What follows belongs to an exercise in optimizing a design on an open flow for small area and a short achievable clock period; a production flow would make more cautious choices. Only simulation tests tie the RTL to the original design; equivalence was not proved. Power figures rest on the tool's default switching activity, not on a simulated workload.

### flow/config.mk
export PLATFORM = sky130hd
export DESIGN_NAME = data_mem_resp
export DESIGN_NICKNAME = data_mem_resp
export VERILOG_FILES = /design/flow/design.v
export SDC_FILE = /design/flow/constraint.sdc
export NUM_CORES = 4
export LEC_CHECK = 0
export CAP_MARGIN = 20
export CORE_MARGIN = 2
export CORE_UTILIZATION = 55
export CTS_CLUSTER_DIAMETER = 80
export CTS_CLUSTER_SIZE = 30
export SETUP_SLACK_MARGIN = 3.1
export SLEW_MARGIN = 20
export SYNTH_HIERARCHICAL = 1
### flow/constraint.sdc
create_clock -name core_clock -period 5.5 [get_ports {clk}]
set_input_delay 1.1000 -clock core_clock [delete_from_list [all_inputs] [get_ports {clk}]]
set_output_delay 1.1000 -clock core_clock [all_outputs]
set_load 0.01 [all_outputs]
### flow/design.v
package data_mem_resp_pkg;
  localparam int LO_W  = 8;
  localparam int MID_W = 8;
  localparam int HI_W  = 4;
  localparam int BANK  = 64;
  localparam logic [4:0] OP_STA = 5'b01100;
  localparam logic [4:0] OP_LDA = 5'b01110;
endpackage
module dmem_ram #(
  parameter int DW = 8
) (
  input  logic          clk,
  input  logic          wnext,    
  input  logic [63:0]   wl,       
  input  logic [3:0]    hi,       
  input  logic [DW-1:0] wdata,
  output logic [DW-1:0] rdata     
);
  logic [256*DW-1:0] q;           
  logic              ph;
  logic [DW-1:0]     col  [4];
  logic [DW-1:0]     cand [4];
  always_ff @(posedge clk) begin
    if (ph) ph <= 1'b0;
    else    ph <= 1'b1;
  end
  always_ff @(posedge clk) begin
    for (int g = 0; g < 4; g++) col[g] <= {DW{wnext & hi[g]}} & (wdata ^ {DW{~ph}});
  end
  always_ff @(posedge clk) begin
    for (int r = 0; r < 256; r++)
      for (int b = 0; b < DW; b++)
        if (wl[r % 64] && col[r / 64][b]) q[r*DW+b] <= 1'b0;
        else                  q[r*DW+b] <= ~q[r*DW+b];
  end
  logic [21:0] grp [4][DW];
  for (genvar g = 0; g < 4; g++) begin : g_bank
    for (genvar b = 0; b < DW; b++) begin : g_bit
      for (genvar k = 0; k < 20; k++) begin : g_a3
        dmem_aoi222 u_aoi (
          .a0(q[(g*64+3*k  )*DW+b]), .s0(wl[3*k  ]),
          .a1(q[(g*64+3*k+1)*DW+b]), .s1(wl[3*k+1]),
          .a2(q[(g*64+3*k+2)*DW+b]), .s2(wl[3*k+2]),
          .y (grp[g][b][k])
        );
      end
      for (genvar k = 0; k < 2; k++) begin : g_a2
        dmem_aoi22 u_aoi (
          .a0(q[(g*64+60+2*k  )*DW+b]), .s0(wl[60+2*k  ]),
          .a1(q[(g*64+60+2*k+1)*DW+b]), .s1(wl[60+2*k+1]),
          .y (grp[g][b][20+k])
        );
      end
      logic [5:0] or12;
      logic [2:0] nor24;
      for (genvar k = 0; k < 5; k++) begin : g_n4
        dmem_nand4 u_n4 (.a(grp[g][b][4*k]), .b(grp[g][b][4*k+1]),
                         .c(grp[g][b][4*k+2]), .d(grp[g][b][4*k+3]), .y(or12[k]));
      end
      dmem_nand2 u_n2 (.a(grp[g][b][20]), .b(grp[g][b][21]), .y(or12[5]));
      for (genvar k = 0; k < 3; k++) begin : g_o2
        dmem_nor2 u_o2 (.a(or12[2*k]), .b(or12[2*k+1]), .y(nor24[k]));
      end
      always_ff @(posedge clk) cand[g][b] <= ~&nor24;
    end
  end
  always_comb begin
    rdata = '0;
    for (int g = 0; g < 4; g++) rdata = rdata | (cand[g] & {DW{hi[g]}});
    rdata = rdata ^ {DW{~ph}};
  end
endmodule
module dmem_aoi222 (
  input  logic a0, s0, a1, s1, a2, s2,
  output logic y
);
  assign y = ~((a0 & s0) | (a1 & s1) | (a2 & s2));
endmodule
module dmem_aoi22 (
  input  logic a0, s0, a1, s1,
  output logic y
);
  assign y = ~((a0 & s0) | (a1 & s1));
endmodule
module dmem_nand4 (
  input  logic a, b, c, d,
  output logic y
);
  assign y = ~(a & b & c & d);
endmodule
module dmem_nand2 (
  input  logic a, b,
  output logic y
);
  assign y = ~(a & b);
endmodule
module dmem_nor2 (
  input  logic a, b,
  output logic y
);
  assign y = ~(a | b);
endmodule
module data_mem_resp #(
  parameter int AW          = 8,
  parameter int DW          = 8,
  parameter int WAIT_CYCLES = 1
) (
  input  logic          clk,
  input  logic          rst,
  input  logic          nDRD,
  input  logic          nDWR,
  input  logic [AW-1:0] addr,
  input  logic [DW-1:0] din,
  output logic [DW-1:0] dout,
  output logic          doe,
  output logic          rdy,
  output logic          err
);
  logic          idle, r1, r2, w1, w2;
  logic          prevRd, prevWr, armed;
  logic          rdFall, wrFall, wd;
  logic [63:0]   wl;
  logic [3:0]    hi;
  logic [DW-1:0] dinQ;
  logic [DW-1:0] ramRdata;
  logic          wpA;           
  assign rdFall = armed & prevRd & ~nDRD;
  assign wrFall = armed & prevWr & ~nDWR;
  assign wd     = rdy & ~doe;
  always_ff @(posedge clk) begin
    if (idle) begin
      for (int i = 0; i < 64; i++) wl[i] <= (addr[5:0] == 6'(i));
      for (int i = 0; i < 4; i++) hi[i]  <= (addr[7:6] == 2'(i));
      dinQ <= din;
    end
  end
  dmem_ram #(.DW(DW)) u_ram (
    .clk  (clk),
    .wnext((w2 & rst) | wpA),
    .wl   (wl),
    .hi   (hi),
    .wdata(dinQ),
    .rdata(ramRdata)
  );
  always_ff @(posedge clk) wpA <= w2 & rst;
  always_ff @(posedge clk) begin
    if (!rst) begin
      idle   <= 1'b1;
      r1     <= 1'b0;
      r2     <= 1'b0;
      w1     <= 1'b0;
      w2     <= 1'b0;
      prevRd <= 1'b1;
      prevWr <= 1'b1;
      armed  <= 1'b0;
      dout   <= '0;
      doe    <= 1'b0;
      rdy    <= 1'b0;
      err    <= 1'b0;
    end else begin
      prevRd <= nDRD;
      prevWr <= nDWR;
      armed  <= 1'b1;
      if ((idle && !nDRD && !nDWR) ||
          ((r1 || r2 || doe) && wrFall) ||
          ((w1 || w2 || wd) && rdFall))
        err <= 1'b1;
      idle <= (idle && !(nDWR ? rdFall : (nDRD && wrFall))) ||
              ((r1 || r2 || doe) && nDRD) ||
              (wd && nDWR);
      r1   <= idle && nDWR && rdFall;
      r2   <= r1 && !nDRD;
      w1   <= idle && nDRD && wrFall;
      w2   <= w1;
      if (r2 && !nDRD) dout <= ramRdata;
      doe  <= (r2 || doe) && !nDRD;
      rdy  <= ((r2 || doe) && !nDRD) || w2 || (wd && !nDWR);
    end
  end
endmodule
### flow/run.sh
#!/bin/bash
# synth_recipe.tcl (not shown) runs the flow's synth.tcl, then flattens the netlist and writes it again
# the make line also repeats each setting of config.mk as NAME=value (left out here)
make -C /OpenROAD-flow-scripts/flow DESIGN_CONFIG=/design/flow/config.mk WORK_HOME=/design/flow/orfs CLKGATE_MAP_FILE= SYNTH_SCRIPT=/design/flow/synth_recipe.tcl finish
==> flow_summary_export.csv, run 1 <==
group,metric,value,unit
floorplan,core_area,0.120,mm^2
drt,first_pass_iters,11,
clocking,root_buffer,"clkbuf_16",
sta,min_period_over_period,43.8,%
clocking,h-tree-depth,3,
place,post-place-ws,2560,ps
global_route,overflow,0,
drt,drc_errors,0,
global_route,grt_pass1_wl,277000,um
global_route,antenna_found_initial,13,
sta,min_period,2410,ps
worst_setup_path,endpoint_kind,"register",
final_layout,regArea,0.0450,mm^2
synth,synth_compound_area_share,26.4,%
synth,synth_ff_type,"dfxtp_1",
worst_setup_path,slowest_delay,470,ps
floorplan,ios,31,
clocking,numCtsBuffers,86,
floorplan,die_h,353,um
sta,clock_skew,32.3,ps
drt,drt-initial-drc-count,6953,
floorplan,num_rows,127,
synth,ys_top_cells_by_area,"dfxtp_1, a21oi_1, a222oi_1",
synth,post-synth-top-count-cell,"dfxtp_1",
synth,synth_top_family_by_area,"compound AO/OA/AOI/OAI gates",
worst_setup_path,path_cells,"buf_4, a222oi_1, nand4_1, nor2_1, nand3_1",
sta,tightest_slew,1110,ps
sta,rsz0062_at_grt,"false",
worst_setup_path,startpoint_type,"register",
synth,ys_seq_elements,2209,
synth,synth_area,0.0669,mm^2
synth,synthCells,5921,
clocking,clk-insertion-delay-late,720,ps
sta,fin_tns_setup,0,ps
final_layout,design_area,0.0711,mm^2
drt,via_count,47800,
synth,synth_commonest_cells,"dfxtp_1, a21oi_1, a222oi_1",
hold_path,hp-class,"reg -> reg",
final_layout,drive_gt1_share,6.92,%
place,place_area,0.0685,mm^2
synth,yosysTopAreaCell,"dfxtp_1",
synth,ys_types,32,
synth,synth-seq-area-share,67.2,%
worst_setup_path,reg2reg_from,"wl[15]",
global_route,track_usage,28.9,%
power_and_ir_drop,ir_drop,0.278,mV
place,gp_congestion,0.840,
sta,setup_violations,0,
drt,ant_nets,0,
sta,drv_slew,0,
floorplan,dieArea,0.125,mm^2
place,numPortBuffers,30,
worst_setup_path,slowest_stage,"nand4_1",
drt,drt_wl_total,188000,um
sta,relSlewSlack,25.8,%
drt,wl_per_cell,25.5,um
synth,ys_async_sr_fraction,0,%
final_layout,final_core_util,59.1,%
synth,yosysWarnings,13,
global_route,grt_pass1_vias,43700,
synth,synthDominantCellAreaShare,63.8,%
worst_setup_path,required,6080,ps
worst_setup_path,arrival,2980,ps
power_and_ir_drop,powerDensity,377,mW/mm^2
final_layout,areaGrowthSynthToFinish,6.30,%
synth,synth-edff-count,76,
outcome,status,"timing/DRC/antenna clean",
global_route,grt_max_degree,77,
sta,hold_violations,0,
floorplan,die_w,353,um
worst_setup_path,crit_path_start,"wl[15]",
drt,routed_via_density,6.48,
final_layout,multiInputGateArea,0.0204,mm^2
floorplan,initial_core_util,55.6,%
clocking,cts_hold_buffers,0,
final_layout,fillers,9912,
synth,yosys.area_share.simple,3.50,%
run,maxCapViolCount,0,
place,dp_hpwl,107000,um
sta,setup_ws,3090,ps
synth,synth_fp_nets,5941,
synth,avgSynthCellArea,11.3,um^2
synth,synth_xor_area_share,0.209,%
worst_setup_path,path_max_fanout,64,
clocking,tritoncts,"built",
clocking,cts_buffer_depth,3,
synth,synthAdderAreaFrac,0,%
worst_setup_path,path_class,"reg -> reg",
synth,synth_mux_area_share,0.120,%
clocking,clock_sinks,2209,
sta,max_freq,0.415,GHz
final_layout,final_nets,5761,
hold_path,hold_start,"u_ram.q[1297]",
power_and_ir_drop,p_leak,29.6,nW
clocking,clk_pin_slew_worst_paths,110,ps
==> placed cells by master, fill, tap and decap left out, types with 2 or more instances in the layout <==
cell type	instances
a21oi_1	2048
a221oi_2	8
a222oi_1	640
a22o_1	8
a22oi_2	64
and2_1	3
buf_2	11
buf_4	122
buf_6	9
clkbuf_1	12
clkbuf_16	87
clkdlybuf4s50_1	19
clkinv_4	3
clkinv_8	2
dfxtp_1	2089
dfxtp_2	43
diode_2	3
edfxtp_1	76
inv_1	3
inv_6	3
inv_8	2
mux2i_1	8
nand2_1	49
nand2b_1	4
nand3_1	38
nand3b_1	2
nand4_1	163
nor2_1	163
nor2_2	23
nor2_4	13
nor2b_1	17
nor3_1	3
or2_2	2
xnor2_1	8
xor2_1	8
==> per-layer routing <==
layer | share of wire, % | routed length [um] | vias to the layer above | global-route usage (%)
met5 | 0.034 | 64 | - | 0
met4 | 2.8 | 5290 | 10 | 8.27
met3 | 7.6 | 14300 | 207 | 4.61
met2 | 45 | 84500 | 1558 | 46.1
met1 | 45 | 83900 | 23500 | 40.8
li1 | - | - | 22500 | -
==> path summary, 6_finish.rpt <==
kind / end / slack [ps] / depth (start not counted)
hold reg to reg: u_ram.q[1297] / 410 / 1
setup / recovery: u_ram.cand[1][5] / 3090 / 5
hold / removal: u_ram.q[1297] / 410 / 1
setup reg to reg: u_ram.cand[1][5] / 3090 / 5
==> worst max-delay path: cells and delay by family (launching register included) <==
kind            cells  cell delay, ps
simple gates        3            1020
compound gates      1             460
flops               1             380
buf+inv             1             370
==> area by class of cell <==
type,instances,area share [%]
flip-flops and latches,2209,63.3
repair buffers,162,1.80
inverters,4,0.0211
well taps,1612,2.83
clock buffers,100,3.14
multi-input cells,3278,28.7
diodes,3,0.0106
clock inverters,12,0.200
==> metrics by stage <==
step / power, mW / instances / hold WS (ps)
floorplan: 18.3 / 5921 / 388
global placement: 19.3 / 7247 / 396
detailed placement: 19.3 / 7247 / 399
CTS: 26.9 / 7376 / 414
global route: 27.7 / 7377 / 420
finish: 26.8 / 7380 / 413
==> registers in the layout, indices dropped and copies added, names as in the netlist, 4 cells and up <==
signal / cells
u_ram.cand: 32
dout: 8
wl: 64
hi: 4
u_ram.q: 2048
dinQ: 8
u_ram.col: 32
==> modules after synthesis (local to each module, per instance), a selection <==
module	flip-flops and latches	cell area [um^2]
dmem_aoi22	0	12.5
dmem_nand4	0	6.26
data_mem_resp	96	3430
dmem_aoi222	0	10.0
dmem_nor2	0	3.75
dmem_nand2	0	3.75
==> logic make-up (layout without fill, tap and decap cells) <==
kind of cell,count (synthesis),after routing
mux,8,8
xor+xnor,16,16
compound gates,2773,2773
buf+inv,434,278
simple gates,481,481
other cells,0,3
flops,2209,2209
==> what timing repair did <==
item,in CTS,in global routing
pin swaps,1,14
setup endpoints to repair,43,22
cloned,0,0
setup buffers,17,1
gates resized for setup,91,18
==> power breakdown <==
part | switching [mW] | internal (mW) | leakage, nW
clock network | 4.81 | 2.97 | 1.16
registers | 0.210 | 16.4 | 18.9
logic | 1.65 | 0.776 | 9.56
==> run 2, diff against run 1 <==
--- a/flow/design.v
+++ b/flow/design.v
@@ -24,8 +24,14 @@
     if (ph) ph <= 1'b0;
     else    ph <= 1'b1;
   end
+  logic [3:0]    wbank;
+  logic [DW-1:0] wbit;
   always_ff @(posedge clk) begin
-    for (int g = 0; g < 4; g++) col[g] <= {DW{wnext & hi[g]}} & (wdata ^ {DW{~ph}});
+    wbank <= {4{wnext}} & hi;
+    wbit  <= wdata ^ {DW{~ph}};
+  end
+  always_comb begin
+    for (int g = 0; g < 4; g++) col[g] = {DW{wbank[g]}} & wbit;
   end
   always_ff @(posedge clk) begin
     for (int r = 0; r < 256; r++)
@@ -36,7 +42,7 @@
   logic [21:0] grp [4][DW];
   for (genvar g = 0; g < 4; g++) begin : g_bank
     for (genvar b = 0; b < DW; b++) begin : g_bit
-      for (genvar k = 0; k < 20; k++) begin : g_a3
+      for (genvar k = 0; k < 21; k++) begin : g_a3
         dmem_aoi222 u_aoi (
           .a0(q[(g*64+3*k  )*DW+b]), .s0(wl[3*k  ]),
           .a1(q[(g*64+3*k+1)*DW+b]), .s1(wl[3*k+1]),
@@ -44,13 +50,7 @@
           .y (grp[g][b][k])
         );
       end
-      for (genvar k = 0; k < 2; k++) begin : g_a2
-        dmem_aoi22 u_aoi (
-          .a0(q[(g*64+60+2*k  )*DW+b]), .s0(wl[60+2*k  ]),
-          .a1(q[(g*64+60+2*k+1)*DW+b]), .s1(wl[60+2*k+1]),
-          .y (grp[g][b][20+k])
-        );
-      end
+      dmem_nand2 u_a1 (.a(q[(g*64+63)*DW+b]), .b(wl[63]), .y(grp[g][b][21]));
       logic [5:0] or12;
       logic [2:0] nor24;
       for (genvar k = 0; k < 5; k++) begin : g_n4
@@ -75,12 +75,6 @@
   output logic y
 );
   assign y = ~((a0 & s0) | (a1 & s1) | (a2 & s2));
-endmodule
-module dmem_aoi22 (
-  input  logic a0, s0, a1, s1,
-  output logic y
-);
-  assign y = ~((a0 & s0) | (a1 & s1));
 endmodule
 module dmem_nand4 (
   input  logic a, b, c, d,
--- a/flow/config.mk
+++ b/flow/config.mk
@@ -7,7 +7,7 @@
 export LEC_CHECK = 0
 export CAP_MARGIN = 20
 export CORE_MARGIN = 2
-export CORE_UTILIZATION = 55
+export CORE_UTILIZATION = 62
 export CTS_CLUSTER_DIAMETER = 80
 export CTS_CLUSTER_SIZE = 30
 export SETUP_SLACK_MARGIN = 3.1
==> run 2 against run 1 <==
Still clean. Routed wire length fell by 0.86%. Highest routed layer unchanged. Synthesized area increased by 0.63%. Final cell count fell by 2.6%.
==> flow_summary_export.csv, run 2 <==
group,metric,value,unit
worst_setup_path,slowest_delay,490,ps
drt,wl_per_cell,25.9,um
floorplan,core_area,0.107,mm^2
clocking,clk_pin_slew_worst_paths,110,ps
clocking,cts_hold_buffers,0,
final_layout,regMostFlops,"u_ram.q",
drt,drt-initial-drc-count,7361,
drt,drc_errors,0,
worst_setup_path,startpoint_type,"register",
place,dp_hpwl,111000,um
power_and_ir_drop,clkPwrFrac,28.6,%
sta,clock_skew,23.3,ps
sta,hold_violations,0,
synth,yosysWarnings,13,
global_route,track_usage,32.3,%
worst_setup_path,arrival,3000,ps
final_layout,final_cell_mix,"dfxtp_1, a21oi_1, a222oi_1, nand4_1, buf_4",
synth,ys_top_cells_by_area,"dfxtp_1, a21oi_1, a222oi_1",
synth,ys_types,31,
synth,avgSynthCellArea,11.4,um^2
clocking,h-tree-depth,3,
drt,first_pass_iters,11,
sta,tightest_slew,936,ps
sta,min_period_over_period,43.8,%
power_and_ir_drop,switching_share,24.4,%
synth,synth_area,0.0674,mm^2
drt,drt_wl_total,186000,um
synth,ys_seq_elements,2189,
synth,synth_commonest_cells,"dfxtp_1, a21oi_1, a222oi_1",
synth,synthCells,5901,
global_route,antenna_found_initial,5,
place,post-place-ws,2490,ps
drt,ant_nets,0,
power_and_ir_drop,p_sw,6.46,mW
final_layout,final_core_util,65.8,%
power_and_ir_drop,seqPwrFrac,62.3,%
floorplan,die_w,334,um
power_and_ir_drop,powerDensity,375,mW/mm^2
final_layout,areaGrowthSynthToFinish,4.80,%
synth,synth-edff-count,76,
final_layout,layout_commonest_cell,"dfxtp_1",
sta,relSlewSlack,37.6,%
synth,synthDominantCellAreaShare,62.8,%
worst_setup_path,slowest_stage,"a222oi_1",
floorplan,ios,31,
clocking,clk-insertion-delay-late,710,ps
place,place_area,0.0678,mm^2
hold_path,hp-class,"reg -> reg",
clocking,numCtsBuffers,82,
clocking,root_buffer,"clkbuf_16",
global_route,grt_pass1_wl,276000,um
power_and_ir_drop,internal_power,20.0,mW
clocking,tritoncts,"built",
worst_setup_path,endpoint_kind,"register",
power_and_ir_drop,ir_drop,0.290,mV
worst_setup_path,path_class,"reg -> reg",
place,numPortBuffers,30,
floorplan,die_h,334,um
worst_setup_path,required,6090,ps
run,maxCapViolCount,0,
sta,setup_violations,0,
power_and_ir_drop,p_leak,29.6,nW
drt,routed_via_density,6.78,
outcome,status,"timing/DRC/antenna clean",
final_layout,largest_register_ffs,2048,
sta,fin_tns_setup,0,ps
synth,synth_fp_nets,5921,
sta,drv_slew,0,
synth,yosysTopAreaCell,"dfxtp_1",
place,gp_congestion,0.866,
floorplan,dieArea,0.111,mm^2
sta,min_period,2410,ps
final_layout,final_nets,5778,
final_layout,design_area,0.0706,mm^2
clocking,clock_sinks,2189,
synth,post-synth-top-count-cell,"dfxtp_1",
sta,rsz0062_at_grt,"false",
global_route,grt_pass1_vias,44200,
power_and_ir_drop,p_comb_share,9.1,%
final_layout,largestRegisters,"u_ram.q (2048), wl (64), u_ram.cand (32)",
final_layout,drive_gt1_share,6.28,%
global_route,overflow,0,
synth,synth_ff_type,"dfxtp_1",
floorplan,num_rows,120,
floorplan,initial_core_util,62.7,%
worst_setup_path,path_cells,"buf_4, buf_6, a222oi_1, nand4_1, nor2_1, nand3_1",
synth,ys_async_sr_fraction,0,%
sta,max_freq,0.415,GHz
sta,setup_ws,3090,ps
worst_setup_path,path_max_fanout,40,
drt,via_count,48700,
clocking,cts_buffer_depth,3,
synth,synth-seq-area-share,66.2,%
global_route,grt_max_degree,80,
-- run 2: worst max-delay path, delay by kind of cell (launching register included) --
family                 cells  cell delay (ps)
and+or+nand+nor            3              850
buffers and inverters      2              520
AOI/OAI and AO/OA          1              490
DFF                        1              380
-- run 2: metal layers --
layer | global-route usage (%) | up-vias | share of wire, % | routed length [um]
met3 | 5.56 | 266 | 8.2 | 15200
met5 | 0 | - | 0.013 | 25
met2 | 51.3 | 1906 | 45 | 84300
met1 | 45.0 | 24100 | 43 | 80900
li1 | - | 22500 | - | -
met4 | 10.4 | 4 | 3.2 | 6060
-- run 2: final cells by class --
cell class	count	area [um^2]
Antenna cell	4	10.0
Multi-Input combinational cell	3278	20200
Fill cell	8350	36800
Inverter	4	15.0
Sequential cell	2189	44600
Clock buffer	106	2290
Timing Repair Buffer	203	1740
Tap cell	1403	1760
-- run 2: final timing paths --
check / startpoint / to / slack, ps / depth (start not counted)
min: u_ram.q[2040] / u_ram.q[2040] / 410 / 1
min reg2reg: u_ram.q[2040] / u_ram.q[2040] / 410 / 1
max: wl[0] / u_ram.cand[0][7] / 3090 / 6
max reg2reg: wl[0] / u_ram.cand[0][7] / 3090 / 6
-- run 2: what timing repair did --
| action | CTS | global route |
|---|---|---|
| resized for setup | 86 | 22 |
| cloned | 0 | 0 |
| pin swaps | 2 | 9 |
| setup buffers | 20 | 16 |
| endpoints found under the setup margin | 42 | 29 |
-- run 2: cells by family after synthesis --
kind of cell,share of synthesized area [%]
and+or+nand+nor,3.79
AOI/OAI and AO/OA,25.6
muxes,0.119
buffers and inverters,4.13
DFF,66.2
xor gates and xnor gates,0.208
-- run 2: per-module statistics from Yosys (local to each module, per instance), a selection --
module,times used,cells inside
dmem_aoi222,672,1
dmem_nand2,64,1
dmem_nand4,160,1
data_mem_resp,1,246
dmem_nor2,96,1
-- run 2: power groups by stage --
stage,sequential [mW],combinational [mW],clock (mW)
after floorplan,17.0,1.21,0
after global placement,16.9,2.22,0
after detailed placement,16.9,2.24,0
after CTS,16.5,2.32,7.70
after global routing,16.5,2.53,8.23
final,16.5,2.40,7.59
-- run 2: metrics by stage --
step                      hold slack, ps  total power [mW]  cells
after floorplan                      388              18.2   5901
after global placement               396              19.1   7041
after detailed placement             399              19.1   7041
after CTS                            414              26.5   7167
after global routing                 420              27.3   7186
final                                412              26.5   7187
==> run 3, diff against run 2 <==
--- a/flow/config.mk
+++ b/flow/config.mk
@@ -10,6 +10,6 @@
 export CORE_UTILIZATION = 62
 export CTS_CLUSTER_DIAMETER = 80
 export CTS_CLUSTER_SIZE = 30
-export SETUP_SLACK_MARGIN = 3.1
+export SETUP_SLACK_MARGIN = 3.3
 export SLEW_MARGIN = 20
 export SYNTH_HIERARCHICAL = 1
==> run 3 against run 2 <==
Via count is 0.47% higher. Sequential share of layout area is 0.65 points lower. Total power is 0.44% higher. Register-to-register slack better by 190 ps. Critical endpoint is now doe. Largest power group unchanged. Highest routed layer is now met4.
==> flow_summary_export.csv, run 3 <==
group,metric,value,unit
synth,synthCells,5901,
sta,drv_slew,0,
sta,min_period_over_period,41.3,%
final_layout,fillers,8269,
power_and_ir_drop,powerDensity,373,mW/mm^2
synth,synth_ff_type,"dfxtp_1",
drt,ant_nets,0,
synth,synthDominantCellAreaShare,62.8,%
sta,min_period,2270,ps
final_layout,areaGrowthSynthToFinish,5.89,%
global_route,overflow,0,
power_and_ir_drop,ir_drop,0.292,mV
sta,fin_tns_setup,0,ps
floorplan,die_w,334,um
global_route,track_usage,32.6,%
global_route,grt_max_degree,80,
sta,setup_ws,3230,ps
sta,relSlewSlack,36.9,%
sta,clock_skew,25.8,ps
drt,drc_errors,0,
place,dp_hpwl,111000,um
synth,synth_area,0.0674,mm^2
drt,routed_via_density,6.78,
synth,post-synth-top-count-cell,"dfxtp_1",
worst_setup_path,slowest_stage,"dfxtp_2",
clocking,cts_buffer_depth,3,
synth,synth-seq-area-share,66.2,%
final_layout,regMostFlops,"u_ram.q",
sta,max_freq,0.440,GHz
sta,rsz0062_at_grt,"true",
worst_setup_path,path_buf_inv,1,
final_layout,largest_register_ffs,2048,
floorplan,num_rows,120,
final_layout,drive_gt1_share,7.19,%
worst_setup_path,endpoint_kind,"output port",
worst_setup_path,path_cells,"buf_6",
worst_setup_path,startpoint_type,"register",
drt,drt_wl_total,190000,um
drt,wl_per_cell,26.4,um
hold_path,hp-class,"reg -> reg",
run,maxCapViolCount,0,
synth,ys_top_cells_by_area,"dfxtp_1, a21oi_1, a222oi_1",
synth,ys_types,31,
global_route,grt_pass1_wl,278000,um
synth,synth_fp_nets,5921,
clocking,clk_pin_slew_worst_paths,110,ps
final_layout,final_nets,5811,
synth,ys_async_sr_fraction,0,%
clocking,tritoncts,"built",
floorplan,die_h,334,um
place,gp_congestion,0.866,
synth,yosysWarnings,13,
clocking,numCtsBuffers,82,
clocking,clock_sinks,2189,
synth,avgSynthCellArea,11.4,um^2
sta,tightest_slew,945,ps
final_layout,layout_commonest_cell,"dfxtp_1",
worst_setup_path,slowest_delay,360,ps
worst_setup_path,path_max_fanout,2,
synth,synth-edff-count,76,
global_route,grt_pass1_vias,44300,
worst_setup_path,cp_top_family,"flip-flops",
final_layout,final_cell_mix,"dfxtp_1, a21oi_1, a222oi_1, nand4_1, buf_4",
power_and_ir_drop,p_leak,29.9,nW
floorplan,initial_core_util,62.7,%
drt,first_pass_iters,10,
sta,setup_violations,0,
clocking,root_buffer,"clkbuf_16",
sta,hold_violations,0,
outcome,status,"timing/DRC/antenna clean",
clocking,h-tree-depth,3,
clocking,clk-insertion-delay-late,710,ps
place,numPortBuffers,30,
floorplan,ios,31,
clocking,cts_hold_buffers,0,
place,post-place-ws,2490,ps
synth,ys_seq_elements,2189,
worst_setup_path,required,4400,ps
floorplan,dieArea,0.111,mm^2
synth,synth_commonest_cells,"dfxtp_1, a21oi_1, a222oi_1",
floorplan,core_area,0.107,mm^2
drt,via_count,49000,
worst_setup_path,path_class,"reg -> out",
worst_setup_path,arrival,1170,ps
drt,drt-initial-drc-count,7994,
final_layout,largestRegisters,"u_ram.q (2048), wl (64), u_ram.cand (32)",
global_route,antenna_found_initial,1,
synth,yosysTopAreaCell,"dfxtp_1",
## run 3: cell count changes in the layout (fill, tap and decap cells not counted), moves of 3 or more
| cell | delta |
|---|---|
| buf_6 | +36 |
| nor2_1 | -19 |
| nor2_2 | +13 |
| buf_2 | -11 |
| buf_4 | -8 |
| nor2_4 | +6 |
| buf_12 | +5 |
| clkbuf_16 | +5 |
| and2_2 | -3 |
| and2_4 | +3 |
| buf_8 | +3 |
| diode_2 | -3 |
## run 3: power breakdown
part / total (mW) / switching [mW] / leakage [nW] / internal [mW]
logic: 2.52 / 1.66 / 10.1 / 0.863
registers: 16.5 / 0.231 / 18.7 / 16.3
clock network: 7.59 / 4.63 / 1.12 / 2.96
total: 26.6 / 6.52 / 29.9 / 20.1
## run 3: final cells by class
type	count	area, um^2	share of cell area [%]
Sequential cell	2189	44600	62.5
Clock buffer	106	2290	3.21
Timing Repair Buffer	236	2380	3.34
Multi-Input combinational cell	3278	20300	28.4
Tap cell	1403	1760	2.46
Inverter	4	15.0	0.0211
Antenna cell	1	2.50	0.00351
## run 3: cell families after synthesis
family | synth area share, %
flip-flops | 66.2
multiplexers | 0.119
AO/OA/AOI/OAI | 25.6
AND/OR/NAND/NOR | 3.79
buffers and inverters | 4.13
XOR/XNOR | 0.208
## run 3: modules after synthesis (local to each module, per instance), a selection
module	cells inside	flops+latches	cell area (um^2)	copies in the design
data_mem_resp	246	96	3430	1
dmem_aoi222	1	0	10.0	672
dmem_nand2	1	0	3.75	64
dmem_nand4	1	0	6.26	160
dmem_nor2	1	0	3.75	96
## run 3: per-layer routing
layer	vias up	share of wire, %	GRT usage, %	wire, um
met2	2000	45	51.7	85900
met4	0	3.3	10.6	6230
met1	24100	43	45.6	82200
li1	22600	-	-	-
met3	261	8.4	5.34	16100
met5	-	0	0	0
## run 3: worst paths after layout
path,startpoint,slack (ps),depth (start not counted),end
worst min register to register,u_ram.q[1383],410,1,u_ram.q[1383]
worst max-delay path,doe,3230,1,doe
worst max register to register,wl[21],3280,6,u_ram.cand[3][2]
worst min-delay path,u_ram.q[1383],410,1,u_ram.q[1383]
## run 3: stage by stage
step | total power, mW | cell area, um^2 | hold slack, ps | cells | util [%]
final | 26.6 | 71300 | 412 | 7217 | 66.4
after global routing | 27.4 | 71300 | 420 | 7217 | 66.4
after CTS | 26.6 | 70800 | 414 | 7192 | 66.0
after detailed placement | 19.1 | 67800 | 399 | 7041 | 63.2
after global placement | 19.1 | 67800 | 396 | 7041 | 63.2
after floorplan | 18.2 | 67400 | 388 | 5901 | -
## run 3: timing repair
item	in CTS	in global routing
pin swaps	21	29
buffers inserted	44	19
endpoints found under the setup margin	44	228
cloned	1	5
resized for setup	150	62
==> run 4, diff against run 3 <==
--- a/flow/config.mk
+++ b/flow/config.mk
@@ -7,7 +7,7 @@
 export LEC_CHECK = 0
 export CAP_MARGIN = 20
 export CORE_MARGIN = 2
-export CORE_UTILIZATION = 62
+export CORE_UTILIZATION = 68
 export CTS_CLUSTER_DIAMETER = 80
 export CTS_CLUSTER_SIZE = 30
 export SETUP_SLACK_MARGIN = 3.3
==> run 4 against run 3 <==
Maximum frequency fell by 1.7%. Register-to-register slack got worse by 90 ps. Synthesized area stayed put. Utilization is 5.3 points higher. Largest cell class unchanged. Clock skew grew 3.9 ps. Critical path depth grew 4. Still clean. Non-clock buffer count shrank 37. Combinational power is 4% lower. Global-route usage up 2.0 points.
==> flow_summary_export.csv, run 4 <==
group,metric,value,unit
outcome,status,"timing/DRC/antenna clean",
synth,synth_ff_type,"dfxtp_1",
sta,relSlewSlack,39.5,%
global_route,antenna_found_initial,10,
hold_path,min_delay_path_depth,1,
worst_setup_path,rr_worst_depth,5,
clocking,numCtsBuffers,82,
place,numPortBuffers,30,
synth,yosysTopAreaCell,"dfxtp_1",
synth,synth-edff-count,76,
drt,ant_nets,0,
drt,drt-initial-drc-count,7874,
synth,post-synth-top-count-cell,"dfxtp_1",
drt,via_count,49400,
hold_path,hold_start,"u_ram.q[1046]",
drt,routed_via_density,6.99,
worst_setup_path,slowest_stage,"a222oi_1",
sta,fin_tns_setup,0,ps
synth,synth_commonest_cells,"dfxtp_1, a21oi_1, a222oi_1",
clocking,root_buffer,"clkbuf_16",
synth,synth-seq-area-share,66.2,%
sta,hold_violations,0,
worst_setup_path,timing.rr.end,"u_ram.cand[3][1]",
sta,max_freq,0.433,GHz
worst_setup_path,rrSetupSlack,3190,ps
power_and_ir_drop,power,26.4,mW
clocking,h-tree-depth,3,
final_layout,regMostFlops,"u_ram.q",
sta,min_period,2310,ps
worst_setup_path,path_max_fanout,64,
drt,wl_per_cell,25.8,um
synth,ys_top_cells_by_area,"dfxtp_1, a21oi_1, a222oi_1",
sta,tightest_slew,908,ps
global_route,grt_pass1_vias,45200,
final_layout,final_nets,5774,
sta,setup_violations,0,
clocking,cts_hold_buffers,0,
place,gp_congestion,0.846,
global_route,track_usage,34.6,%
worst_setup_path,path_buf_inv,1,
worst_setup_path,endpoint_kind,"register",
worst_setup_path,crit_path_start,"wl[9]",
synth,avgSynthCellArea,11.4,um^2
global_route,overflow,0,
power_and_ir_drop,powerDensity,375,mW/mm^2
global_route,grt_max_degree,80,
final_layout,areaGrowthSynthToFinish,4.70,%
clocking,clk_pin_slew_worst_paths,110,ps
floorplan,num_rows,115,
synth,synthDominantCellAreaShare,62.8,%
floorplan,dieArea,0.102,mm^2
floorplan,die_w,319,um
power_and_ir_drop,ir_drop,0.296,mV
worst_setup_path,required,6080,ps
final_layout,largest_register_ffs,2048,
final_layout,fillers,7085,
final_layout,final_cell_mix,"dfxtp_1, a21oi_1, a222oi_1, nand4_1, buf_4",
synth,ys_types,31,
drt,drc_errors,0,
clocking,clk-insertion-delay-late,720,ps
global_route,grt_pass1_wl,272000,um
sta,clock_skew,29.7,ps
worst_setup_path,arrival,2900,ps
final_layout,layout_commonest_cell,"dfxtp_1",
worst_setup_path,reg2reg_from,"wl[9]",
synth,synth_fp_nets,5921,
final_layout,largestRegisters,"u_ram.q (2048), wl (64), u_ram.cand (32)",
floorplan,initial_core_util,68.5,%
sta,rsz0062_at_grt,"true",
clocking,clock_sinks,2189,
sta,min_period_over_period,42.0,%
drt,drt_wl_total,182000,um
hold_path,hold_end,"u_ram.q[1046]",
clocking,cts_buffer_depth,3,
final_layout,drive_gt1_share,6.45,%
floorplan,core_area,0.0983,mm^2
synth,synth_area,0.0674,mm^2
run,maxCapViolCount,0,
sta,drv_slew,0,
synth,ys_seq_elements,2189,
worst_setup_path,path_cells,"buf_8, a222oi_1, nand4_1, nor2_4, nand3_1",
worst_setup_path,cp_top_family,"simple AND/OR/NAND/NOR gates",
synth,yosysWarnings,13,
worst_setup_path,path_class,"reg -> reg",
synth,ys_async_sr_fraction,0,%
power_and_ir_drop,p_leak,29.6,nW
floorplan,die_h,319,um
hold_path,hp-class,"reg -> reg",
synth,synthCells,5901,
drt,first_pass_iters,9,
worst_setup_path,startpoint_type,"register",
worst_setup_path,slowest_delay,510,ps
floorplan,ios,31,
clocking,tritoncts,"built",
place,dp_hpwl,105000,um
==> run 4: cell counts after synthesis <==
No cell type changed its count.
==> run 4: worst reg2reg max path, cell delays in order, from the launching register on <==
cell and delay [ps]:
edfxtp_1 450, buf_8 260, a222oi_1 590, nand4_1 430
nor2_4 330, nand3_1 120
==> run 4: area by class of cell <==
class / count / area (um^2) / share of cell area, %
Sequential cell: 2189 / 44600 / 63.2
Antenna cell: 4 / 10.0 / 0.0142
Clock buffer: 101 / 2270 / 3.22
Tap cell: 1287 / 1610 / 2.28
Timing Repair Buffer: 199 / 1750 / 2.48
Inverter: 4 / 15.0 / 0.0213
Multi-Input combinational cell: 3278 / 20300 / 28.7
==> run 4: kinds of logic (layout without fill, tap and decap cells) <==
kind of cell,Yosys count,after routing,share of synthesized area (%)
compound gates,2741,2741,25.6
flops,2189,2189,66.2
simple gates,513,513,3.79
buf+inv,434,304,4.13
xor+xnor,16,16,0.208
mux,8,8,0.119
other cells,0,4,0
==> run 4: how the worst max path moves through the flow <==
| stage | endpoint | slack [ps] | depth (start not counted) |
|---|---|---|---|
| final | u_ram.cand[3][1] | 3190 | 5 |
| after global routing | dout[4] | 3180 | 1 |
| after CTS | dout[3] | 3180 | 1 |
| after detailed placement | u_ram.cand[3][4] | 2570 | 6 |
| after global placement | u_ram.cand[3][4] | 2610 | 6 |
| after floorplan | wl[7] | 3570 | 4 |
==> run 4: metrics by stage <==
stage	instances	util, %	cell area (um^2)	setup slack, ps	hold WS [ps]
finish	7062	71.8	70500	3190	413
global route	7059	71.7	70500	3180	420
CTS	7051	71.5	70300	3180	414
detailed placement	6914	68.7	67500	2570	399
global placement	6914	68.7	67500	2610	396
floorplan	5901	-	67400	3570	388
==> run 4: routing by layer <==
metal	wire length [um]	share of wire (%)	GRT usage (%)
met5	92	0.051	0
met4	7300	4.0	14.4
met3	17300	9.5	5.60
met2	79500	44	52.6
met1	77900	43	49.4
==> run 4: timing repair <==
item / 4_1_cts / 5_1_grt
buffers inserted: 36 / 6
gates resized for setup: 117 / 46
pin swaps: 5 / 22
endpoints found under the setup margin: 45 / 50
==> run 4: where the power goes <==
group / total, mW / switching, mW / leakage (nW) / internal, mW
clock: 7.51 / 4.57 / 1.11 / 2.94
sequential: 16.5 / 0.228 / 18.7 / 16.3
combinational: 2.41 / 1.60 / 9.80 / 0.806
total: 26.4 / 6.40 / 29.6 / 20.0
==> run 4: per-module statistics from Yosys (local to each module, per instance), excerpt <==
module | cells | area, um^2 | flip-flops and latches | copies in the design
data_mem_resp | 246 | 3430 | 96 | 1
dmem_nand4 | 1 | 6.26 | 0 | 160
dmem_nand2 | 1 | 3.75 | 0 | 64
dmem_aoi222 | 1 | 10.0 | 0 | 672
dmem_nor2 | 1 | 3.75 | 0 | 96
==> run 5, diff against run 4 <==
--- a/flow/config.mk
+++ b/flow/config.mk
@@ -7,9 +7,9 @@
 export LEC_CHECK = 0
 export CAP_MARGIN = 20
 export CORE_MARGIN = 2
-export CORE_UTILIZATION = 68
+export CORE_UTILIZATION = 65
 export CTS_CLUSTER_DIAMETER = 80
 export CTS_CLUSTER_SIZE = 30
-export SETUP_SLACK_MARGIN = 3.3
+export SETUP_SLACK_MARGIN = 3.4
 export SLEW_MARGIN = 20
 export SYNTH_HIERARCHICAL = 1
==> run 5 against run 4 <==
Still clean. Critical path depth down 4. Worst setup slack improved by 39 ps. Final cell count up 1.5%. Clock skew down 3.2 ps. Critical path type is now reg -> out.
==> flow_summary_export.csv, run 5 <==
group,metric,value,unit
global_route,track_usage,32.9,%
synth,ys_async_sr_fraction,0,%
final_layout,drive_gt1_share,6.93,%
synth,post-synth-top-count-cell,"dfxtp_1",
synth,synth-edff-count,76,
synth,avgSynthCellArea,11.4,um^2
hold_path,hold_end,"u_ram.q[1517]",
global_route,grt_pass1_vias,44400,
clocking,clk-insertion-delay-late,710,ps
floorplan,dieArea,0.106,mm^2
global_route,antenna_found_initial,3,
worst_setup_path,cp_top_family,"flip-flops",
hold_path,hp-class,"reg -> reg",
synth,ys_seq_elements,2189,
synth,synth_ff_type,"dfxtp_1",
clocking,clock_sinks,2189,
sta,min_period_over_period,41.3,%
worst_setup_path,path_max_fanout,2,
floorplan,die_h,326,um
drt,wl_per_cell,26.0,um
run,maxCapViolCount,0,
drt,first_pass_iters,13,
sta,clock_skew,26.4,ps
floorplan,initial_core_util,65.3,%
floorplan,die_w,326,um
synth,synthCells,5901,
place,numPortBuffers,30,
worst_setup_path,path_class,"reg -> out",
worst_setup_path,endpoint_kind,"output port",
final_layout,multiInputGateArea,0.0203,mm^2
worst_setup_path,rrSetupSlack,3330,ps
clocking,root_buffer,"clkbuf_16",
synth,yosysWarnings,13,
worst_setup_path,crit_path_start,"dout[1]",
worst_setup_path,startpoint_type,"register",
power_and_ir_drop,ir_drop,0.346,mV
final_layout,largestRegisters,"u_ram.q (2048), wl (64), u_ram.cand (32)",
final_layout,areaGrowthSynthToFinish,5.90,%
worst_setup_path,reg2reg_from,"wl[27]",
sta,rsz0062_at_grt,"true",
global_route,grt_pass1_wl,270000,um
final_layout,regMostFlops,"u_ram.q",
worst_setup_path,timing.rr.end,"u_ram.cand[2][1]",
synth,ys_types,31,
worst_setup_path,arrival,1170,ps
worst_setup_path,required,4400,ps
final_layout,regArea,0.0446,mm^2
worst_setup_path,slowest_delay,350,ps
power_and_ir_drop,p_leak,29.8,nW
place,gp_congestion,0.862,
place,dp_hpwl,104000,um
drt,ant_nets,0,
global_route,overflow,0,
sta,tightest_slew,1080,ps
sta,hold_violations,0,
clocking,tritoncts,"built",
worst_setup_path,path_cells,"buf_6",
power_and_ir_drop,powerDensity,371,mW/mm^2
final_layout,fillers,7608,
sta,min_period,2270,ps
sta,setup_violations,0,
worst_setup_path,cp.depth,1,
synth,yosysTopAreaCell,"dfxtp_1",
drt,drt_wl_total,186000,um
sta,drv_slew,0,
worst_setup_path,path_buf_inv,1,
sta,fin_tns_setup,0,ps
clocking,numCtsBuffers,82,
clocking,clk_pin_slew_worst_paths,110,ps
final_layout,layout_commonest_cell,"dfxtp_1",
drt,drc_errors,0,
floorplan,core_area,0.103,mm^2
synth,synthDominantCellAreaShare,62.8,%
final_layout,final_cell_mix,"dfxtp_1, a21oi_1, a222oi_1, nand4_1, buf_4",
drt,routed_via_density,6.86,
worst_setup_path,slowest_stage,"dfxtp_2",
synth,synth_area,0.0674,mm^2
sta,max_freq,0.440,GHz
hold_path,hold_start,"u_ram.q[1517]",
floorplan,ios,31,
synth,synth-seq-area-share,66.2,%
synth,synth_fp_nets,5921,
global_route,grt_max_degree,80,
hold_path,min_delay_path_depth,1,
drt,via_count,49200,
final_layout,final_nets,5793,
worst_setup_path,rr_worst_depth,5,
sta,finalHoldWorstSlack,413,ps
synth,synth_commonest_cells,"dfxtp_1, a21oi_1, a222oi_1",
clocking,cts_buffer_depth,3,
floorplan,num_rows,118,
final_layout,largest_register_ffs,2048,
synth,ys_top_cells_by_area,"dfxtp_1, a21oi_1, a222oi_1",
clocking,h-tree-depth,3,
sta,relSlewSlack,28.1,%
outcome,status,"timing/DRC/antenna clean",
drt,drt-initial-drc-count,8600,
[run 5: worst max path at each step]
| stage | to | slack [ps] |
|---|---|---|
| floorplan | wl[7] | 3570 |
| detailed placement | dout[4] | 2680 |
| CTS | dout[6] | 3190 |
| global placement | dout[3] | 2660 |
| finish | dout[1] | 3230 |
| global route | dout[6] | 3190 |
[run 5: modules after synthesis, one instance, submodules excluded, a selection]
module         flip-flops and latches  cell area, um^2
dmem_nand2                          0             3.75
data_mem_resp                      96             3430
dmem_nand4                          0             6.26
dmem_nor2                           0             3.75
dmem_aoi222                         0             10.0
[run 5: metal layers]
layer  wire (um)  GRT usage [%]  up-vias
met3       16500           5.05      268
met4        6360           11.7        2
met5          11              0        -
met2       83300           51.0     2118
li1            -              -    22500
met1       80100           47.3    24200
[run 5: cell families after synthesis]
group	Yosys count	share of synthesized area [%]
AOI/OAI and AO/OA	2741	25.6
xor gates and xnor gates	16	0.208
buffers and inverters	434	4.13
DFF	2189	66.2
muxes	8	0.119
and+or+nand+nor	513	3.79
[run 5: power by group]
group          total (mW)  internal (mW)  switching, mW
Clock                7.43           2.83           4.60
Sequential           16.5           16.3          0.216
Combinational        2.54          0.883           1.66
Total                26.5           20.0           6.47
[run 5: metrics by stage]
step           power, mW  setup WS [ps]  instance area [um^2]  util (%)  instances
2_1_floorplan       18.2           3570                 67400         -       5901
3_3_place_gp        19.1           2660                 67800      65.7       7003
3_5_place_dp        19.1           2680                 67800      65.7       7003
4_1_cts             26.4           3190                 70700      68.5       7144
5_1_grt             27.2           3190                 71300      69.1       7167
6_report            26.5           3230                 71300      69.1       7168
[run 5: layout make-up]
cell class | count | area share, %
clock inverters | 2 | 0.0246
clock buffers | 96 | 3.04
well taps | 1380 | 2.42
flip-flops and latches | 2189 | 62.5
multi-input cells | 3278 | 28.5
inverters | 4 | 0.0211
repair buffers | 218 | 3.50
diodes | 1 | 0.00351
[run 5: repair_timing]
item                       in CTS  in global routing
setup endpoints to repair      43                116
hold buffers                    0                  0
pin swaps                      15                 38
buffers inserted               40                 15
resized for setup             149                 86
gates cloned                    3                  8
==> run 6, diff against run 5 <==
--- a/flow/design.v
+++ b/flow/design.v
@@ -17,27 +17,12 @@
   output logic [DW-1:0] rdata     
 );
   logic [256*DW-1:0] q;           
-  logic              ph;
-  logic [DW-1:0]     col  [4];
   logic [DW-1:0]     cand [4];
-  always_ff @(posedge clk) begin
-    if (ph) ph <= 1'b0;
-    else    ph <= 1'b1;
-  end
-  logic [3:0]    wbank;
-  logic [DW-1:0] wbit;
-  always_ff @(posedge clk) begin
-    wbank <= {4{wnext}} & hi;
-    wbit  <= wdata ^ {DW{~ph}};
-  end
-  always_comb begin
-    for (int g = 0; g < 4; g++) col[g] = {DW{wbank[g]}} & wbit;
-  end
+  logic [3:0]        wbank;
+  always_ff @(posedge clk) wbank <= {4{wnext}} & hi;
   always_ff @(posedge clk) begin
     for (int r = 0; r < 256; r++)
-      for (int b = 0; b < DW; b++)
-        if (wl[r % 64] && col[r / 64][b]) q[r*DW+b] <= 1'b0;
-        else                  q[r*DW+b] <= ~q[r*DW+b];
+      if (wl[r % 64] && wbank[r / 64]) q[r*DW +: DW] <= wdata;
   end
   logic [21:0] grp [4][DW];
   for (genvar g = 0; g < 4; g++) begin : g_bank
@@ -67,7 +52,6 @@
   always_comb begin
     rdata = '0;
     for (int g = 0; g < 4; g++) rdata = rdata | (cand[g] & {DW{hi[g]}});
-    rdata = rdata ^ {DW{~ph}};
   end
 endmodule
 module dmem_aoi222 (
@@ -117,7 +101,6 @@
   logic [3:0]    hi;
   logic [DW-1:0] dinQ;
   logic [DW-1:0] ramRdata;
-  logic          wpA;           
   assign rdFall = armed & prevRd & ~nDRD;
   assign wrFall = armed & prevWr & ~nDWR;
   assign wd     = rdy & ~doe;
@@ -130,13 +113,12 @@
   end
   dmem_ram #(.DW(DW)) u_ram (
     .clk  (clk),
-    .wnext((w2 & rst) | wpA),
+    .wnext(w2 & rst),    
     .wl   (wl),
     .hi   (hi),
     .wdata(dinQ),
     .rdata(ramRdata)
   );
-  always_ff @(posedge clk) wpA <= w2 & rst;
   always_ff @(posedge clk) begin
     if (!rst) begin
       idle   <= 1'b1;
--- a/flow/config.mk
+++ b/flow/config.mk
@@ -7,9 +7,9 @@
 export LEC_CHECK = 0
 export CAP_MARGIN = 20
 export CORE_MARGIN = 2
-export CORE_UTILIZATION = 65
+export CORE_UTILIZATION = 62
 export CTS_CLUSTER_DIAMETER = 80
 export CTS_CLUSTER_SIZE = 30
-export SETUP_SLACK_MARGIN = 3.4
+export SETUP_SLACK_MARGIN = 3.3
 export SLEW_MARGIN = 20
 export SYNTH_HIERARCHICAL = 1
==> run 6 against run 5 <==
Worst setup slack lost 400 ps. Combinational power is 9.8% lower. Register-to-register slack got worse by 510 ps. Routed wire length shrank 0.44%. Critical path type is now reg -> reg. Critical endpoint is now u_ram.cand[2][2].
==> flow_summary_export.csv, run 6 <==
group,metric,value,unit
global_route,track_usage,29.1,%
sta,finalHoldWorstSlack,462,ps
final_layout,final_cell_mix,"edfxtp_1, a222oi_1, and2_1, nand4_1, nor2_1",
worst_setup_path,rrSetupSlack,2820,ps
sta,setup_ws,2820,ps
final_layout,multiInputGateArea,0.0113,mm^2
worst_setup_path,required,6090,ps
power_and_ir_drop,switching_share,22.9,%
power_and_ir_drop,p_sw,6.55,mW
worst_setup_path,rr_worst_depth,6,
final_layout,largest_register_ffs,2048,
global_route,grt_max_degree,177,
synth,post-synth-top-count-cell,"edfxtp_1",
sta,min_period,2680,ps
final_layout,fillers,7743,
synth,synth-seq-area-share,85.2,%
worst_setup_path,slowest_delay,620,ps
sta,rsz0062_at_grt,"true",
clocking,cts_buffer_depth,3,
worst_setup_path,arrival,3260,ps
final_layout,layout_commonest_cell,"edfxtp_1",
global_route,overflow,0,
run,maxCapViolCount,0,
worst_setup_path,reg2reg_from,"wl[0]",
synth,ys_seq_elements,2179,
power_and_ir_drop,p_leak,25.1,nW
worst_setup_path,path_max_fanout,5,
sta,tightest_slew,966,ps
place,post-place-ws,2670,ps
place,numPortBuffers,30,
clocking,clock_sinks,2179,
global_route,antenna_found_initial,10,
floorplan,dieArea,0.126,mm^2
sta,fin_tns_setup,0,ps
worst_setup_path,endpoint,"u_ram.cand[2][2]",
place,dp_hpwl,110000,um
drt,first_pass_iters,15,
drt,drt_wl_total,185000,um
worst_setup_path,crit_path_start,"wl[0]",
synth,synth-edff-count,2124,
power_and_ir_drop,ir_drop,0.339,mV
floorplan,initial_core_util,62.5,%
sta,hold_violations,0,
floorplan,ios,31,
clocking,tritoncts,"built",
sta,clock_skew,25.6,ps
floorplan,num_rows,128,
drt,ant_nets,0,
final_layout,final_nets,3887,
sta,min_period_over_period,48.7,%
floorplan,die_h,354,um
synth,synthCells,3667,
power_and_ir_drop,p_comb_share,8.0,%
final_layout,areaGrowthSynthToFinish,8.38,%
clocking,clk-insertion-delay-late,710,ps
floorplan,die_w,354,um
synth,synth_fp_nets,3687,
drt,routed_via_density,7.25,
drt,wl_per_cell,33.5,um
clocking,clk_pin_slew_worst_paths,110,ps
hold_path,hold_start,"r1",
worst_setup_path,path_cells,"buf_4, clkbuf_16, a222oi_1, nand4_1, nor2_4, nand3_1",
drt,drt-initial-drc-count,8071,
clocking,h-tree-depth,3,
worst_setup_path,path_class,"reg -> reg",
final_layout,regArea,0.0649,mm^2
synth,ys_async_sr_fraction,0,%
synth,synth_ff_type,"edfxtp_1",
worst_setup_path,endpoint_kind,"register",
power_and_ir_drop,internal_power,22.1,mW
worst_setup_path,timing.rr.end,"u_ram.cand[2][2]",
floorplan,core_area,0.122,mm^2
sta,drv_slew,0,
synth,synthDominantCellAreaShare,83.8,%
synth,ys_types,26,
drt,via_count,40100,
clocking,numCtsBuffers,87,
worst_setup_path,startpoint_type,"register",
synth,yosysTopAreaCell,"edfxtp_1",
clocking,root_buffer,"clkbuf_16",
place,gp_congestion,0.925,
place,placedCellCount,5369,
drt,drc_errors,0,
power_and_ir_drop,power,28.6,mW
synth,synth_area,0.0761,mm^2
synth,yosysWarnings,11,
synth,synth_commonest_cells,"edfxtp_1, a222oi_1, and2_1",
power_and_ir_drop,powerDensity,347,mW/mm^2
sta,setup_violations,0,
final_layout,regMostFlops,"u_ram.q",
global_route,grt_pass1_wl,264000,um
power_and_ir_drop,clkPwrFrac,27.6,%
synth,ys_top_cells_by_area,"edfxtp_1, a222oi_1, and2_1",
worst_setup_path,slowest_stage,"nand4_1",
final_layout,drive_gt1_share,9.66,%
sta,relSlewSlack,35.6,%
sta,max_freq,0.374,GHz
synth,avgSynthCellArea,20.8,um^2
outcome,status,"timing/DRC/antenna clean",
final_layout,largestRegisters,"u_ram.q (2048), wl (64), u_ram.cand (32)",
global_route,grt_pass1_vias,38100,
hold_path,hp-class,"reg -> reg",
power_and_ir_drop,seqPwrFrac,64.4,%
final_layout,instances_no_fill,5540,
## run 6: changes by cell type in the layout (fill, tap and decap cells not counted), sizes merged, moves of 14 or more
cell / previous run / this run
a21oi: 2048 / 0
and2: 39 / 263
a22oi: 0 / 16
edfxtp: 76 / 2124
clkbuf: 104 / 118
xnor2: 16 / 0
buf: 189 / 126
dfxtp: 2113 / 55
## run 6: worst max-delay path: cells and delay by family (launching register included)
family / cells / cell delay, ps
AND/OR/NAND/NOR: 3 / 1190
AO/OA/AOI/OAI: 1 / 530
buffers and inverters: 2 / 360
flip-flops: 1 / 470
## run 6: per-layer routing
metal	up-vias	share of wire [%]	global-route usage (%)
met4	8	2.5	7.55
met3	209	11	4.34
met5	-	0.023	0
li1	16800	-	-
met1	20900	39	44.5
met2	2257	47	45.0
## run 6: logic make-up after synthesis
kind of cell | synth area share [%]
mux | 0.105
flops | 85.2
buf+inv | 0.270
simple gates | 5.33
compound gates | 9.06
## run 6: what timing repair did
| action | in CTS | in global routing |
|---|---|---|
| pin swaps | 42 | 44 |
| endpoints found under the hold margin | 0 | 0 |
| cloned | 5 | 2 |
| gates resized for setup | 142 | 48 |
| setup endpoints to repair | 267 | 230 |
| hold buffers | 0 | 0 |
| buffers inserted | 21 | 5 |
## run 6: cell type report
class                   count  share of cell area, %
diodes                      1                0.00303
inverters                   3                 0.0136
clock inverters            20                  0.271
clock buffers             116                   2.83
flip-flops and latches   2179                   78.7
well taps                1625                   2.46
repair buffers            151                   2.02
multi-input cells        1445                   13.7
## run 6: worst min path at each step
stage                     endpoint  slack (ps)  cells past startpoint
after floorplan                 r2         410                      2
after global placement          r2         420                      2
after detailed placement        r2         450                      2
after CTS                       r2         460                      2
after global routing            r2         480                      2
final                           r2         460                      2
## run 6: modules after synthesis, one instance, submodules excluded, excerpt
module / cell area [um^2] / copies in the design / cells inside / flip-flops and latches
data_mem_resp: 3400 / 1 / 244 / 95
dmem_aoi222: 10.0 / 672 / 1 / 0
dmem_nand2: 3.75 / 64 / 1 / 0
dmem_nand4: 6.26 / 160 / 1 / 0
dmem_nor2: 3.75 / 96 / 1 / 0
## run 6: power groups by stage
| stage | sequential, mW | clock [mW] | combinational, mW |
|---|---|---|---|
| 3_5_place_dp | 18.8 | 0 | 2.07 |
| 2_1_floorplan | 19.2 | 0 | 0.598 |
| 5_1_grt | 18.5 | 8.53 | 2.37 |
| 3_3_place_gp | 18.8 | 0 | 2.03 |
| 4_1_cts | 18.5 | 7.98 | 2.19 |
| 6_report | 18.5 | 7.89 | 2.29 |
## run 6: stage by stage
| step | instance area (um^2) | utilization, % |
|---|---|---|
| 4_1_cts | 82200 | 67.5 |
| 2_1_floorplan | 76100 | - |
| 3_5_place_dp | 79000 | 64.8 |
| 5_1_grt | 82500 | 67.7 |
| 6_report | 82500 | 67.7 |
| 3_3_place_gp | 79000 | 64.8 |

-- port drivers added, routing unchanged --
How much do the figures lean on ideal ports? The routed layouts below were timed once more, with nothing changed but the port constraints. Step 1 sets driving cells, clkbuf_16 on the clock port and buf_2 on the other inputs (assumed; they add their load-dependent delay and slew). Step 2 moves the port delays by t, midway between the first and last clock arrival at a register: inputs arrive t later, outputs are due t later. That takes back most of the time a late clock gives input paths. Three values: ideal, step 1, step 2; two values: the first two.
| run | t, ns | setup slack, ns | hold slack, ns | latest minus earliest clock arrival (ns) | worst slew at a driven data input, ns |
|---|---|---|---|---|---|
| run 1 | 0.779 | 3.093 / 3.093 / 2.559 | 0.413 / 0.413 / 0.413 | 0.036 / 0.036 | 0.22 |
| run 2 | 0.778 | 3.088 / 3.088 / 2.400 | 0.412 / 0.412 / 0.412 | 0.024 / 0.025 | 0.11 |
| run 3 | 0.778 | 3.229 / 3.152 / 2.567 | 0.412 / 0.412 / 0.412 | 0.026 / 0.026 | 0.10 |
| run 4 | 0.780 | 3.189 / 3.135 / 2.564 | 0.413 / 0.413 / 0.413 | 0.030 / 0.030 | 0.08 |
| run 5 | 0.769 | 3.229 / 3.157 / 2.764 | 0.413 / 0.413 / 0.413 | 0.028 / 0.028 | 0.08 |
| run 6 | 0.775 | 2.824 / 2.824 / 2.738 | 0.462 / 0.462 / 0.462 | 0.034 / 0.034 | 0.14 |
After both steps every run listed still meets setup and hold. For run 2, which loses most, drivers alone change the setup slack by 0.000 ns; drivers and shift together by -0.688 ns.
